This is an optimization exercise on Yosys and OpenROAD, whose aim is small area, a short achievable clock period and few clock cycles per item, not a production implementation.
Function was checked by simulation only, so behaviour that the tests miss may differ from the original.

==> v9 <==
==> flow/design.v (excerpt) <==
module line_segment_clipper (
	input logic clk,
	input logic arst_n,
	input logic in_valid,
	output logic in_stall,
	input lsc_pkg::coord_t start_x,
	input lsc_pkg::coord_t start_y,
	input lsc_pkg::coord_t end_x,
	input lsc_pkg::coord_t end_y,
	output logic out_valid,
	input logic out_stall,
	output logic visible,
	output lsc_pkg::coord_t clip_start_x,
	output lsc_pkg::coord_t clip_start_y,
	output lsc_pkg::coord_t clip_end_x,
	output lsc_pkg::coord_t clip_end_y,
	input logic cfg_write,
	input lsc_pkg::cfg_idx_t cfg_index,
	input lsc_pkg::coord_t cfg_data
);
Settings: LEC_CHECK=0, CAP_MARGIN=20, CORE_MARGIN=2, CORE_UTILIZATION=40, SETUP_SLACK_MARGIN=4, SLEW_MARGIN=20; clock period 10.0 ns.
run.sh (not shown) runs the stock make flow with config.mk's settings and CLKGATE_MAP_FILE= SYNTH_SCRIPT=/design/flow/synth_recipe.tcl, a recipe that flattens the netlist after the stock synthesis.
==> inputs of v23, as changes to v9 <==
--- a/flow/design.v
+++ b/flow/design.v
@@ -10,13 +10,14 @@
 	localparam coord_t WIN_RIGHT_RST = 16'sd100;
 	localparam coord_t WIN_BOTTOM_RST = -16'sd100;
 	localparam coord_t WIN_TOP_RST = 16'sd100;
 endpackage
 module lsc_divider #(
 	parameter int PW = 1,
-	parameter logic [15:0] CUT = 16'h0000
+	parameter logic [15:0] CUT = 16'h0000,
+	parameter bit CUT_IN = 1'b0
 ) (
 	input logic clk,
 	input logic arst_n,
 	input logic adv,
 	input logic vin,
 	input logic [31:0] na,
@@ -38,20 +39,48 @@
 	logic [15:0] da_i [17];
 	logic [15:0] rb_i [17];
 	logic [15:0] lb_i [17];
 	logic [15:0] db_i [17];
 	logic v_i [17];
 	logic [PW-1:0] p_i [17];
-	assign ra_i[0] = na[31:16];
-	assign la_i[0] = na[15:0];
-	assign da_i[0] = da;
-	assign rb_i[0] = nb[31:16];
-	assign lb_i[0] = nb[15:0];
-	assign db_i[0] = db;
-	assign v_i[0] = vin;
-	assign p_i[0] = pin;
+	logic [15:0] ra0, la0, da0, rb0, lb0, db0;
+	logic v0;
+	logic [PW-1:0] p0;
+	if (CUT_IN) begin : g_in
+		always_ff @(posedge clk or negedge arst_n) begin
+			if (!arst_n) begin
+				v0 <= 1'b0;
+			end else if (adv) begin
+				v0 <= vin;
+			end
+		end
+		always_ff @(posedge clk) begin
+			if (adv) begin
+				{ra0, la0} <= na;
+				da0 <= da;
+				{rb0, lb0} <= nb;
+				db0 <= db;
+				p0 <= pin;
+			end
+		end
+	end else begin : g_in_wire
+		assign v0 = vin;
+		assign {ra0, la0} = na;
+		assign da0 = da;
+		assign {rb0, lb0} = nb;
+		assign db0 = db;
+		assign p0 = pin;
+	end
+	assign ra_i[0] = ra0;
+	assign la_i[0] = la0;
+	assign da_i[0] = da0;
+	assign rb_i[0] = rb0;
+	assign lb_i[0] = lb0;
+	assign db_i[0] = db0;
+	assign v_i[0] = v0;
+	assign p_i[0] = p0;
 	for (genvar k = 0; k < 16; k++) begin : g_step
 		logic [15:0] ra_o, la_o, rb_o, lb_o;
 		logic [17:0] ta, tb;
 		logic fa, fb;
 		always_comb begin
 			ta = {1'b0, ra_i[k], la_i[k][15]} - {2'b00, da_i[k]};
@@ -110,13 +139,13 @@
 	assign dao = da_i[16];
 	assign qb = lb_i[16];
 	assign rzb = |rb_i[16];
 	assign dbo = db_i[16];
 	assign pout = p_i[16];
 endmodule
-module lsc_mul16 (input [15:0] a, input [15:0] b, output [31:0] p);
+module lsc_mul16cs (input [15:0] a, input [15:0] b, output [31:0] ps, output [31:0] pc);
 wire t1 = (a[13] & b[0]) ^ (a[12] & b[1]);
 wire t2 = (a[13] & b[0]) & (a[12] & b[1]);
 wire t3 = (a[14] & b[0]) ^ (a[13] & b[1]) ^ (a[12] & b[2]);
 wire t4 = ((a[14] & b[0]) & (a[13] & b[1])) | ((a[14] & b[0]) & (a[12] & b[2])) | ((a[13] & b[1]) & (a[12] & b[2]));
 wire t5 = (a[11] & b[3]) ^ (a[10] & b[4]);
 wire t6 = (a[11] & b[3]) & (a[10] & b[4]);
@@ -533,13 +562,14 @@
 wire t417 = t312 ^ t363 ^ t362;
 wire t418 = (t312 & t363) | (t312 & t362) | (t363 & t362);
 wire t419 = (a[15] & b[14]) ^ (a[14] & b[15]) ^ t364;
 wire t420 = ((a[15] & b[14]) & (a[14] & b[15])) | ((a[15] & b[14]) & t364) | ((a[14] & b[15]) & t364);
 wire [31:0] r0 = {1'b0, (a[15] & b[15]), t419, t417, t415, t413, t411, t409, t407, t405, t403, t401, t399, t397, t395, t393, t391, t389, t387, t385, t383, t381, t379, t377, t375, t373, t371, t369, t367, (a[0] & b[2]), (a[1] & b[0]), (a[0] & b[0])};
 wire [31:0] r1 = {1'b0, t420, t418, t416, t414, t412, t410, t408, t406, t404, t402, t400, t398, t396, t394, t392, t390, t388, t386, t384, t382, t380, t378, t376, t374, t372, t370, t368, t366, t365, (a[0] & b[1]), 1'b0};
-assign p = r0 + r1;
+assign ps = r0;
+assign pc = r1;
 endmodule
 module line_segment_clipper (
 	input logic clk,
 	input logic arst_n,
 	input logic in_valid,
 	output logic in_stall,
@@ -555,13 +585,13 @@
 	output lsc_pkg::coord_t clip_end_x,
 	output lsc_pkg::coord_t clip_end_y,
 	input logic cfg_write,
 	input lsc_pkg::cfg_idx_t cfg_index,
 	input lsc_pkg::coord_t cfg_data
 );
-	localparam logic [15:0] DIV_CUT = 16'b0101_0101_0101_0101;
+	localparam logic [15:0] DIV_CUT = 16'b1010_1010_1010_1010;
 	localparam int PW = 32 + 11;
 	logic [15:0] win_l, win_r, win_b, win_t;
 	always_ff @(posedge clk or negedge arst_n) begin
 		if (!arst_n) begin
 			win_l <= lsc_pkg::WIN_LEFT_RST;
 			win_r <= lsc_pkg::WIN_RIGHT_RST;
@@ -574,16 +604,16 @@
 				lsc_pkg::REG_BOTTOM: win_b <= cfg_data;
 				lsc_pkg::REG_TOP: win_t <= cfg_data;
 				default: ;
 			endcase
 		end
 	end
-	logic stall_q;
+	logic ov_q;
 	logic adv;
-	assign adv = !stall_q;
-	assign in_stall = stall_q;
+	assign adv = !ov_q || !out_stall;
+	assign in_stall = !adv;
 	function automatic logic [15+16+16+5:0] axis_prep(logic [15:0] c0, logic [15:0] c1,
 		logic [15:0] lo, logic [15:0] hi);
 		logic signed [16:0] d, nd, e_lo, e_hi, x_hi, x_lo, en, ex;
 		logic neg, zero, enpos, clamp, rej;
 		logic [15:0] ad, den, en_c, ex_c;
 		d = $signed({c1[15], c1}) - $signed({c0[15], c0});
@@ -634,22 +664,27 @@
 			rej_1 <= prepx[0] | prepy[0];
 		end
 	end
 	logic v2;
 	logic [15:0] x0_2, y0_2, denx_2, deny_2;
 	logic negx_2, zerox_2, enposx_2, clampx_2, negy_2, zeroy_2, enposy_2, clampy_2, rej_2;
-	logic [31:0] pa_2, pb_2, pc_2, pd_2;
+	logic [63:0] pa_2, pb_2, pc_2, pd_2;
+	logic [31:0] pa, pb, pc, pd;
+	assign pa = pa_2[63:32] + pa_2[31:0];
+	assign pb = pb_2[63:32] + pb_2[31:0];
+	assign pc = pc_2[63:32] + pc_2[31:0];
+	assign pd = pd_2[63:32] + pd_2[31:0];
 	always_ff @(posedge clk or negedge arst_n) begin
 		if (!arst_n) v2 <= 1'b0;
 		else if (adv) v2 <= v1;
 	end
-	logic [31:0] ma, mb, mc, md;
-	lsc_mul16 u_ma (.a(enx_1), .b(deny_1), .p(ma));
-	lsc_mul16 u_mb (.a(eny_1), .b(denx_1), .p(mb));
-	lsc_mul16 u_mc (.a(exx_1), .b(deny_1), .p(mc));
-	lsc_mul16 u_md (.a(exy_1), .b(denx_1), .p(md));
+	logic [63:0] ma, mb, mc, md;
+	lsc_mul16cs u_ma (.a(enx_1), .b(deny_1), .ps(ma[63:32]), .pc(ma[31:0]));
+	lsc_mul16cs u_mb (.a(eny_1), .b(denx_1), .ps(mb[63:32]), .pc(mb[31:0]));
+	lsc_mul16cs u_mc (.a(exx_1), .b(deny_1), .ps(mc[63:32]), .pc(mc[31:0]));
+	lsc_mul16cs u_md (.a(exy_1), .b(denx_1), .ps(md[63:32]), .pc(md[31:0]));
 	always_ff @(posedge clk) begin
 		if (adv) begin
 			x0_2 <= x0_1;
 			y0_2 <= y0_1;
 			denx_2 <= denx_1;
 			deny_2 <= deny_1;
@@ -663,25 +698,25 @@
 		end
 	end
 	logic sel_e, sel_x, vis_2;
 	logic [31:0] ne, nx;
 	logic [15:0] de, dx;
 	always_comb begin
-		sel_e = pa_2 >= pb_2;
-		sel_x = pc_2 <= pd_2;
-		vis_2 = !rej_2 && (pa_2 <= pd_2) && (pb_2 <= pc_2);
-		ne = sel_e ? pa_2 : pb_2;
+		sel_e = pa >= pb;
+		sel_x = pc <= pd;
+		vis_2 = !rej_2 && (pa <= pd) && (pb <= pc);
+		ne = sel_e ? pa : pb;
 		de = sel_e ? denx_2 : deny_2;
-		nx = sel_x ? pc_2 : pd_2;
+		nx = sel_x ? pc : pd;
 		dx = sel_x ? denx_2 : deny_2;
 	end
 	logic vd;
 	logic [15:0] qe, qx, de_d, dx_d;
 	logic rze, rzx;
 	logic [PW-1:0] pay;
-	lsc_divider #(.PW(PW), .CUT(DIV_CUT)) u_div (
+	lsc_divider #(.PW(PW), .CUT(DIV_CUT), .CUT_IN(1'b1)) u_div (
 		.clk(clk), .arst_n(arst_n), .adv(adv),
 		.vin(v2), .na(ne), .da(de), .nb(nx), .db(dx),
 		.pin({x0_2, y0_2, sel_e, sel_x, negx_2, negy_2, zerox_2, zeroy_2,
 			enposx_2, enposy_2, clampx_2, clampy_2, vis_2}),
 		.vout(vd), .qa(qe), .rza(rze), .dao(de_d), .qb(qx), .rzb(rzx), .dbo(dx_d),
 		.pout(pay)
@@ -726,43 +761,17 @@
 		ex = sc_x ? (sn_x ? sb_x - dd : sb_x + dd)
 			: psel_x ? (sn_x ? win_l : win_r) : (sn_x ? win_b : win_t);
 		ex_ = psel_x ? ex : ox;
 		ey_ = psel_x ? ox : ex;
 		res = pvis ? {1'b1, sx, sy, ex_, ey_} : 65'd0;
 	end
-	logic ov_q, sk_v;
-	logic [64:0] or_q, sk_q;
-	logic push, pop, head_free, ov_n, sk_n;
-	always_comb begin
-		push = adv && vd;
-		pop = ov_q && !out_stall;
-		head_free = pop || !ov_q;
-		if (head_free) begin
-			ov_n = sk_v || push;
-			sk_n = sk_v && push;
-		end else begin
-			ov_n = 1'b1;
-			sk_n = sk_v || push;
-		end
-	end
+	logic [64:0] or_q;
 	always_ff @(posedge clk or negedge arst_n) begin
-		if (!arst_n) begin
-			ov_q <= 1'b0;
-			sk_v <= 1'b0;
-			stall_q <= 1'b0;
-		end else begin
-			ov_q <= ov_n;
-			sk_v <= sk_n;
-			stall_q <= ov_n && sk_n;
-		end
+		if (!arst_n) ov_q <= 1'b0;
+		else if (adv) ov_q <= vd;
 	end
 	always_ff @(posedge clk) begin
-		if (head_free) begin
-			or_q <= sk_v ? sk_q : res;
-		end
-		if (push && (sk_v || !head_free)) begin
-			sk_q <= res;
-		end
+		if (adv) or_q <= res;
 	end
 	assign out_valid = ov_q;
 	assign {visible, clip_start_x, clip_start_y, clip_end_x, clip_end_y} = or_q;
 endmodule
Settings changed: ABC_AREA set to 1, CORE_UTILIZATION 40 to 65, SETUP_SLACK_MARGIN 4 to 5.
==> inputs of v33, as changes to v9 <==
--- a/flow/design.v
+++ b/flow/design.v
@@ -10,13 +10,14 @@
 	localparam coord_t WIN_RIGHT_RST = 16'sd100;
 	localparam coord_t WIN_BOTTOM_RST = -16'sd100;
 	localparam coord_t WIN_TOP_RST = 16'sd100;
 endpackage
 module lsc_divider #(
 	parameter int PW = 1,
-	parameter logic [15:0] CUT = 16'h0000
+	parameter logic [15:0] CUT = 16'h0000,
+	parameter bit CUT_IN = 1'b0
 ) (
 	input logic clk,
 	input logic arst_n,
 	input logic adv,
 	input logic vin,
 	input logic [31:0] na,
@@ -38,20 +39,48 @@
 	logic [15:0] da_i [17];
 	logic [15:0] rb_i [17];
 	logic [15:0] lb_i [17];
 	logic [15:0] db_i [17];
 	logic v_i [17];
 	logic [PW-1:0] p_i [17];
-	assign ra_i[0] = na[31:16];
-	assign la_i[0] = na[15:0];
-	assign da_i[0] = da;
-	assign rb_i[0] = nb[31:16];
-	assign lb_i[0] = nb[15:0];
-	assign db_i[0] = db;
-	assign v_i[0] = vin;
-	assign p_i[0] = pin;
+	logic [15:0] ra0, la0, da0, rb0, lb0, db0;
+	logic v0;
+	logic [PW-1:0] p0;
+	if (CUT_IN) begin : g_in
+		always_ff @(posedge clk or negedge arst_n) begin
+			if (!arst_n) begin
+				v0 <= 1'b0;
+			end else if (adv) begin
+				v0 <= vin;
+			end
+		end
+		always_ff @(posedge clk) begin
+			if (adv) begin
+				{ra0, la0} <= na;
+				da0 <= da;
+				{rb0, lb0} <= nb;
+				db0 <= db;
+				p0 <= pin;
+			end
+		end
+	end else begin : g_in_wire
+		assign v0 = vin;
+		assign {ra0, la0} = na;
+		assign da0 = da;
+		assign {rb0, lb0} = nb;
+		assign db0 = db;
+		assign p0 = pin;
+	end
+	assign ra_i[0] = ra0;
+	assign la_i[0] = la0;
+	assign da_i[0] = da0;
+	assign rb_i[0] = rb0;
+	assign lb_i[0] = lb0;
+	assign db_i[0] = db0;
+	assign v_i[0] = v0;
+	assign p_i[0] = p0;
 	for (genvar k = 0; k < 16; k++) begin : g_step
 		logic [15:0] ra_o, la_o, rb_o, lb_o;
 		logic [17:0] ta, tb;
 		logic fa, fb;
 		always_comb begin
 			ta = {1'b0, ra_i[k], la_i[k][15]} - {2'b00, da_i[k]};
@@ -110,13 +139,13 @@
 	assign dao = da_i[16];
 	assign qb = lb_i[16];
 	assign rzb = |rb_i[16];
 	assign dbo = db_i[16];
 	assign pout = p_i[16];
 endmodule
-module lsc_mul16 (input [15:0] a, input [15:0] b, output [31:0] p);
+module lsc_mul16cs (input [15:0] a, input [15:0] b, output [31:0] ps, output [31:0] pc);
 wire t1 = (a[13] & b[0]) ^ (a[12] & b[1]);
 wire t2 = (a[13] & b[0]) & (a[12] & b[1]);
 wire t3 = (a[14] & b[0]) ^ (a[13] & b[1]) ^ (a[12] & b[2]);
 wire t4 = ((a[14] & b[0]) & (a[13] & b[1])) | ((a[14] & b[0]) & (a[12] & b[2])) | ((a[13] & b[1]) & (a[12] & b[2]));
 wire t5 = (a[11] & b[3]) ^ (a[10] & b[4]);
 wire t6 = (a[11] & b[3]) & (a[10] & b[4]);
@@ -533,13 +562,14 @@
 wire t417 = t312 ^ t363 ^ t362;
 wire t418 = (t312 & t363) | (t312 & t362) | (t363 & t362);
 wire t419 = (a[15] & b[14]) ^ (a[14] & b[15]) ^ t364;
 wire t420 = ((a[15] & b[14]) & (a[14] & b[15])) | ((a[15] & b[14]) & t364) | ((a[14] & b[15]) & t364);
 wire [31:0] r0 = {1'b0, (a[15] & b[15]), t419, t417, t415, t413, t411, t409, t407, t405, t403, t401, t399, t397, t395, t393, t391, t389, t387, t385, t383, t381, t379, t377, t375, t373, t371, t369, t367, (a[0] & b[2]), (a[1] & b[0]), (a[0] & b[0])};
 wire [31:0] r1 = {1'b0, t420, t418, t416, t414, t412, t410, t408, t406, t404, t402, t400, t398, t396, t394, t392, t390, t388, t386, t384, t382, t380, t378, t376, t374, t372, t370, t368, t366, t365, (a[0] & b[1]), 1'b0};
-assign p = r0 + r1;
+assign ps = r0;
+assign pc = r1;
 endmodule
 module line_segment_clipper (
 	input logic clk,
 	input logic arst_n,
 	input logic in_valid,
 	output logic in_stall,
@@ -555,14 +585,14 @@
 	output lsc_pkg::coord_t clip_end_x,
 	output lsc_pkg::coord_t clip_end_y,
 	input logic cfg_write,
 	input lsc_pkg::cfg_idx_t cfg_index,
 	input lsc_pkg::coord_t cfg_data
 );
-	localparam logic [15:0] DIV_CUT = 16'b0101_0101_0101_0101;
-	localparam int PW = 32 + 11;
+	localparam logic [15:0] DIV_CUT = 16'b0010_1010_1010_1010;
+	localparam int PW = 32 + 9;
 	logic [15:0] win_l, win_r, win_b, win_t;
 	always_ff @(posedge clk or negedge arst_n) begin
 		if (!arst_n) begin
 			win_l <= lsc_pkg::WIN_LEFT_RST;
 			win_r <= lsc_pkg::WIN_RIGHT_RST;
 			win_b <= lsc_pkg::WIN_BOTTOM_RST;
@@ -574,16 +604,16 @@
 				lsc_pkg::REG_BOTTOM: win_b <= cfg_data;
 				lsc_pkg::REG_TOP: win_t <= cfg_data;
 				default: ;
 			endcase
 		end
 	end
-	logic stall_q;
+	logic ov_q;
 	logic adv;
-	assign adv = !stall_q;
-	assign in_stall = stall_q;
+	assign adv = !ov_q || !out_stall;
+	assign in_stall = !adv;
 	function automatic logic [15+16+16+5:0] axis_prep(logic [15:0] c0, logic [15:0] c1,
 		logic [15:0] lo, logic [15:0] hi);
 		logic signed [16:0] d, nd, e_lo, e_hi, x_hi, x_lo, en, ex;
 		logic neg, zero, enpos, clamp, rej;
 		logic [15:0] ad, den, en_c, ex_c;
 		d = $signed({c1[15], c1}) - $signed({c0[15], c0});
@@ -634,22 +664,27 @@
 			rej_1 <= prepx[0] | prepy[0];
 		end
 	end
 	logic v2;
 	logic [15:0] x0_2, y0_2, denx_2, deny_2;
 	logic negx_2, zerox_2, enposx_2, clampx_2, negy_2, zeroy_2, enposy_2, clampy_2, rej_2;
-	logic [31:0] pa_2, pb_2, pc_2, pd_2;
+	logic [63:0] pa_2, pb_2, pc_2, pd_2;
+	logic [31:0] pa, pb, pc, pd;
+	assign pa = pa_2[63:32] + pa_2[31:0];
+	assign pb = pb_2[63:32] + pb_2[31:0];
+	assign pc = pc_2[63:32] + pc_2[31:0];
+	assign pd = pd_2[63:32] + pd_2[31:0];
 	always_ff @(posedge clk or negedge arst_n) begin
 		if (!arst_n) v2 <= 1'b0;
 		else if (adv) v2 <= v1;
 	end
-	logic [31:0] ma, mb, mc, md;
-	lsc_mul16 u_ma (.a(enx_1), .b(deny_1), .p(ma));
-	lsc_mul16 u_mb (.a(eny_1), .b(denx_1), .p(mb));
-	lsc_mul16 u_mc (.a(exx_1), .b(deny_1), .p(mc));
-	lsc_mul16 u_md (.a(exy_1), .b(denx_1), .p(md));
+	logic [63:0] ma, mb, mc, md;
+	lsc_mul16cs u_ma (.a(enx_1), .b(deny_1), .ps(ma[63:32]), .pc(ma[31:0]));
+	lsc_mul16cs u_mb (.a(eny_1), .b(denx_1), .ps(mb[63:32]), .pc(mb[31:0]));
+	lsc_mul16cs u_mc (.a(exx_1), .b(deny_1), .ps(mc[63:32]), .pc(mc[31:0]));
+	lsc_mul16cs u_md (.a(exy_1), .b(denx_1), .ps(md[63:32]), .pc(md[31:0]));
 	always_ff @(posedge clk) begin
 		if (adv) begin
 			x0_2 <= x0_1;
 			y0_2 <= y0_1;
 			denx_2 <= denx_1;
 			deny_2 <= deny_1;
@@ -663,106 +698,96 @@
 		end
 	end
 	logic sel_e, sel_x, vis_2;
 	logic [31:0] ne, nx;
 	logic [15:0] de, dx;
 	always_comb begin
-		sel_e = pa_2 >= pb_2;
-		sel_x = pc_2 <= pd_2;
-		vis_2 = !rej_2 && (pa_2 <= pd_2) && (pb_2 <= pc_2);
-		ne = sel_e ? pa_2 : pb_2;
+		sel_e = pa >= pb;
+		sel_x = pc <= pd;
+		vis_2 = !rej_2 && (pa <= pd) && (pb <= pc);
+		ne = sel_e ? pa : pb;
 		de = sel_e ? denx_2 : deny_2;
-		nx = sel_x ? pc_2 : pd_2;
+		nx = sel_x ? pc : pd;
 		dx = sel_x ? denx_2 : deny_2;
 	end
 	logic vd;
-	logic [15:0] qe, qx, de_d, dx_d;
+	logic [15:0] qe_c, qx_c, dx_c, qe, qx, dx_d;
+	logic vd_c, rze_c, rzx_c;
+	logic [PW-1:0] pay_c;
 	logic rze, rzx;
 	logic [PW-1:0] pay;
-	lsc_divider #(.PW(PW), .CUT(DIV_CUT)) u_div (
+	lsc_divider #(.PW(PW), .CUT(DIV_CUT), .CUT_IN(1'b1)) u_div (
 		.clk(clk), .arst_n(arst_n), .adv(adv),
 		.vin(v2), .na(ne), .da(de), .nb(nx), .db(dx),
 		.pin({x0_2, y0_2, sel_e, sel_x, negx_2, negy_2, zerox_2, zeroy_2,
-			enposx_2, enposy_2, clampx_2, clampy_2, vis_2}),
-		.vout(vd), .qa(qe), .rza(rze), .dao(de_d), .qb(qx), .rzb(rzx), .dbo(dx_d),
-		.pout(pay)
+			sel_e ? enposx_2 : enposy_2, sel_x ? clampx_2 : clampy_2, vis_2}),
+		.vout(vd_c), .qa(qe_c), .rza(rze_c), .dao(), .qb(qx_c), .rzb(rzx_c), .dbo(dx_c),
+		.pout(pay_c)
 	);
+	always_ff @(posedge clk or negedge arst_n) begin
+		if (!arst_n) vd <= 1'b0;
+		else if (adv) vd <= vd_c;
+	end
+	always_ff @(posedge clk) begin
+		if (adv) begin
+			qe <= qe_c;
+			rze <= rze_c;
+			qx <= qx_c;
+			rzx <= rzx_c;
+			dx_d <= dx_c;
+			pay <= pay_c;
+		end
+	end
 	function automatic logic [15:0] round_pt(logic [15:0] base, logic [15:0] q, logic rnz,
 		logic neg, logic zero);
 		logic [16:0] qq, s0, s1;
 		logic inc;
 		qq = neg ? {1'b1, ~q} : {1'b0, q};
 		s0 = {base[15], base} + qq;
 		s1 = {base[15], base} + qq + 17'd1;
 		inc = (neg && !rnz) || (rnz && s0[16]);
 		round_pt = zero ? base : (inc ? s1[15:0] : s0[15:0]);
 	endfunction
 	logic [15:0] px0, py0;
-	logic psel_e, psel_x, pnegx, pnegy, pzerox, pzeroy, penposx, penposy, pclampx, pclampy, pvis;
+	logic psel_e, psel_x, pnegx, pnegy, pzerox, pzeroy, penpos_e, pclamp_x, pvis;
 	logic [64:0] res;
 	always_comb begin
 		logic [15:0] oe, ox, ee, ex, sx, sy, ex_, ey_, dd, ob_e, ob_x, sb_x;
 		logic on_e, oz_e, on_x, oz_x, sn_x, sz_x, sc_x, sn_e, sp_e;
 		{px0, py0, psel_e, psel_x, pnegx, pnegy, pzerox, pzeroy,
-			penposx, penposy, pclampx, pclampy, pvis} = pay;
+			penpos_e, pclamp_x, pvis} = pay;
 		ob_e = psel_e ? py0 : px0;
 		on_e = psel_e ? pnegy : pnegx;
 		oz_e = psel_e ? pzeroy : pzerox;
 		oe = round_pt(ob_e, qe, rze, on_e, oz_e);
-		sp_e = psel_e ? penposx : penposy;
+		sp_e = penpos_e;
 		sn_e = psel_e ? pnegx : pnegy;
 		ee = !sp_e ? (psel_e ? px0 : py0)
 			: psel_e ? (sn_e ? win_r : win_l) : (sn_e ? win_t : win_b);
 		sx = psel_e ? ee : oe;
 		sy = psel_e ? oe : ee;
 		ob_x = psel_x ? py0 : px0;
 		on_x = psel_x ? pnegy : pnegx;
 		oz_x = psel_x ? pzeroy : pzerox;
 		ox = round_pt(ob_x, qx, rzx, on_x, oz_x);
 		sb_x = psel_x ? px0 : py0;
 		sn_x = psel_x ? pnegx : pnegy;
 		sz_x = psel_x ? pzerox : pzeroy;
-		sc_x = psel_x ? pclampx : pclampy;
+		sc_x = pclamp_x;
 		dd = sz_x ? 16'd0 : dx_d;
 		ex = sc_x ? (sn_x ? sb_x - dd : sb_x + dd)
 			: psel_x ? (sn_x ? win_l : win_r) : (sn_x ? win_b : win_t);
 		ex_ = psel_x ? ex : ox;
 		ey_ = psel_x ? ox : ex;
 		res = pvis ? {1'b1, sx, sy, ex_, ey_} : 65'd0;
 	end
-	logic ov_q, sk_v;
-	logic [64:0] or_q, sk_q;
-	logic push, pop, head_free, ov_n, sk_n;
-	always_comb begin
-		push = adv && vd;
-		pop = ov_q && !out_stall;
-		head_free = pop || !ov_q;
-		if (head_free) begin
-			ov_n = sk_v || push;
-			sk_n = sk_v && push;
-		end else begin
-			ov_n = 1'b1;
-			sk_n = sk_v || push;
-		end
-	end
+	logic [64:0] or_q;
 	always_ff @(posedge clk or negedge arst_n) begin
-		if (!arst_n) begin
-			ov_q <= 1'b0;
-			sk_v <= 1'b0;
-			stall_q <= 1'b0;
-		end else begin
-			ov_q <= ov_n;
-			sk_v <= sk_n;
-			stall_q <= ov_n && sk_n;
-		end
+		if (!arst_n) ov_q <= 1'b0;
+		else if (adv) ov_q <= vd;
 	end
 	always_ff @(posedge clk) begin
-		if (head_free) begin
-			or_q <= sk_v ? sk_q : res;
-		end
-		if (push && (sk_v || !head_free)) begin
-			sk_q <= res;
-		end
+		if (adv) or_q <= res;
 	end
 	assign out_valid = ov_q;
 	assign {visible, clip_start_x, clip_start_y, clip_end_x, clip_end_y} = or_q;
 endmodule
==> flow/flow/run.sh (new file) <==
#!/bin/bash
set -euo pipefail
bash standard.sh SETUP_SLACK_MARGIN=5.7 finish > standard.log 2>&1
==> flow/standard.sh (new file) <==
#!/bin/bash
# synth_recipe.tcl (not shown) runs the flow's synth.tcl, then flattens the netlist and writes it again
# the make line also repeats each setting of config.mk as NAME=value (left out here)
make -C /OpenROAD-flow-scripts/flow DESIGN_CONFIG=/design/flow/config.mk WORK_HOME=/design/flow/orfs CLKGATE_MAP_FILE= SYNTH_SCRIPT=/design/flow/synth_recipe.tcl "${@:-finish}"
Settings changed: ABC_AREA set to 1, CORE_UTILIZATION 40 to 65, SETUP_SLACK_MARGIN 4 to unset.
removed: flow/run.sh
==> inputs of v10, as changes to v9 <==
Settings changed: ABC_AREA set to 1.
==> impl_metrics.json <==
{
  "run_status": "timing/DRC/antenna clean",
  "crit_fanout": 6,
  "start_util_pct": 40.1,
  "critical-path-max-stage-delay_ns": 0.56,
  "r2r-start": "denx_1[3]",
  "routed-wl-met2_mm": 179,
  "rsz0062_at_grt": "true",
  "place_area_um2": 139000,
  "dr_wl_met3_mm": 31.0,
  "syn_inst": 12700,
  "grt_start_max_net_pins": 180,
  "seq_cell_count": 1657
}
That was v9.
==> impl_metrics.json <==
{
  "drtAntennaViolNets": 0,
  "crit_fanout": 16,
  "run_status": "timing/DRC/antenna clean",
  "dr_wl_met3_mm": 48.6,
  "syn_inst": 15900,
  "seq_cell_count": 1830,
  "routed-wl-met2_mm": 197,
  "rsz0062_at_grt": "true",
  "r2r-start": "u_div.g_step[11].g_reg.db_q[4]",
  "start_util_pct": 65.4,
  "postCtsHoldBufs": 0,
  "critical-path-max-stage-delay_ns": 0.43,
  "grt_start_max_net_pins": 197
}
That was v23.
==> impl_metrics.json <==
{
  "seq_cell_count": 1782,
  "routed-wl-met2_mm": 211,
  "dr_wl_met3_mm": 53.3,
  "place_area_um2": 146000,
  "run_status": "timing/DRC/antenna clean",
  "crit_fanout": 6,
  "syn_inst": 16700,
  "critical-path-max-stage-delay_ns": 0.39,
  "start_util_pct": 65.4
}
That was v33.
==> impl_metrics.json <==
{
  "routed-wl-met2_mm": 185,
  "run_status": "timing/DRC/antenna clean",
  "crit_fanout": 33,
  "dr_wl_met3_mm": 31.0,
  "start_util_pct": 40.1,
  "rsz0062_at_grt": "false",
  "seq_cell_count": 1657,
  "r2r-start": "denx_1[6]",
  "syn_inst": 15700
}
That was v10.
Testbench counts of v9, summed over its fixed seeds: cycles 34,464, segments 33,600.
Testbench counts of v23, summed over its fixed seeds: cycles 34,536, segments 33,600.
Testbench counts of v33, summed over its fixed seeds: cycles 34,536, segments 33,600.
Testbench counts of v10, summed over its fixed seeds: cycles 34,464, segments 33,600.

[re-timing with driven ports]
The results above use ideal ports. As a check the final layouts listed here were re-extracted and re-timed, cells and wires unchanged. Step 1 sets driving cells, clkbuf_16 on the clock port and buf_2 on the other inputs (assumed; they add their load-dependent delay and slew). Step 2, shift: input delay + t, output delay - t, t = (earliest + latest rising clock arrival at the registers) / 2. This alone moves slack from input paths to output paths. Three values: no drivers, after step 1, after step 2; two values: the first two.
run	t, ns	setup slack, ns	worst hold slack (ns)	worst register clock-pin slew, ns	worst data-port slew with drivers (ns)
v9	0.984	3.669 / 3.669 / 3.220	0.323 / 0.323 / 0.323	0.07 / 0.07	0.08
v23	0.980	4.997 / 4.997 / 4.163	0.348 / 0.348 / 0.348	0.07 / 0.07	0.17
v33	0.978	5.420 / 5.420 / 4.825	0.384 / 0.384 / 0.384	0.07 / 0.07	0.06
v10	0.980	4.085 / 4.085 / 3.397	0.363 / 0.363 / 0.363	0.08 / 0.08	0.12
After both steps every run listed still meets setup and hold. The setup slack of v23, which loses most, moves by 0.000 ns with the drivers and by -0.834 ns with both steps.
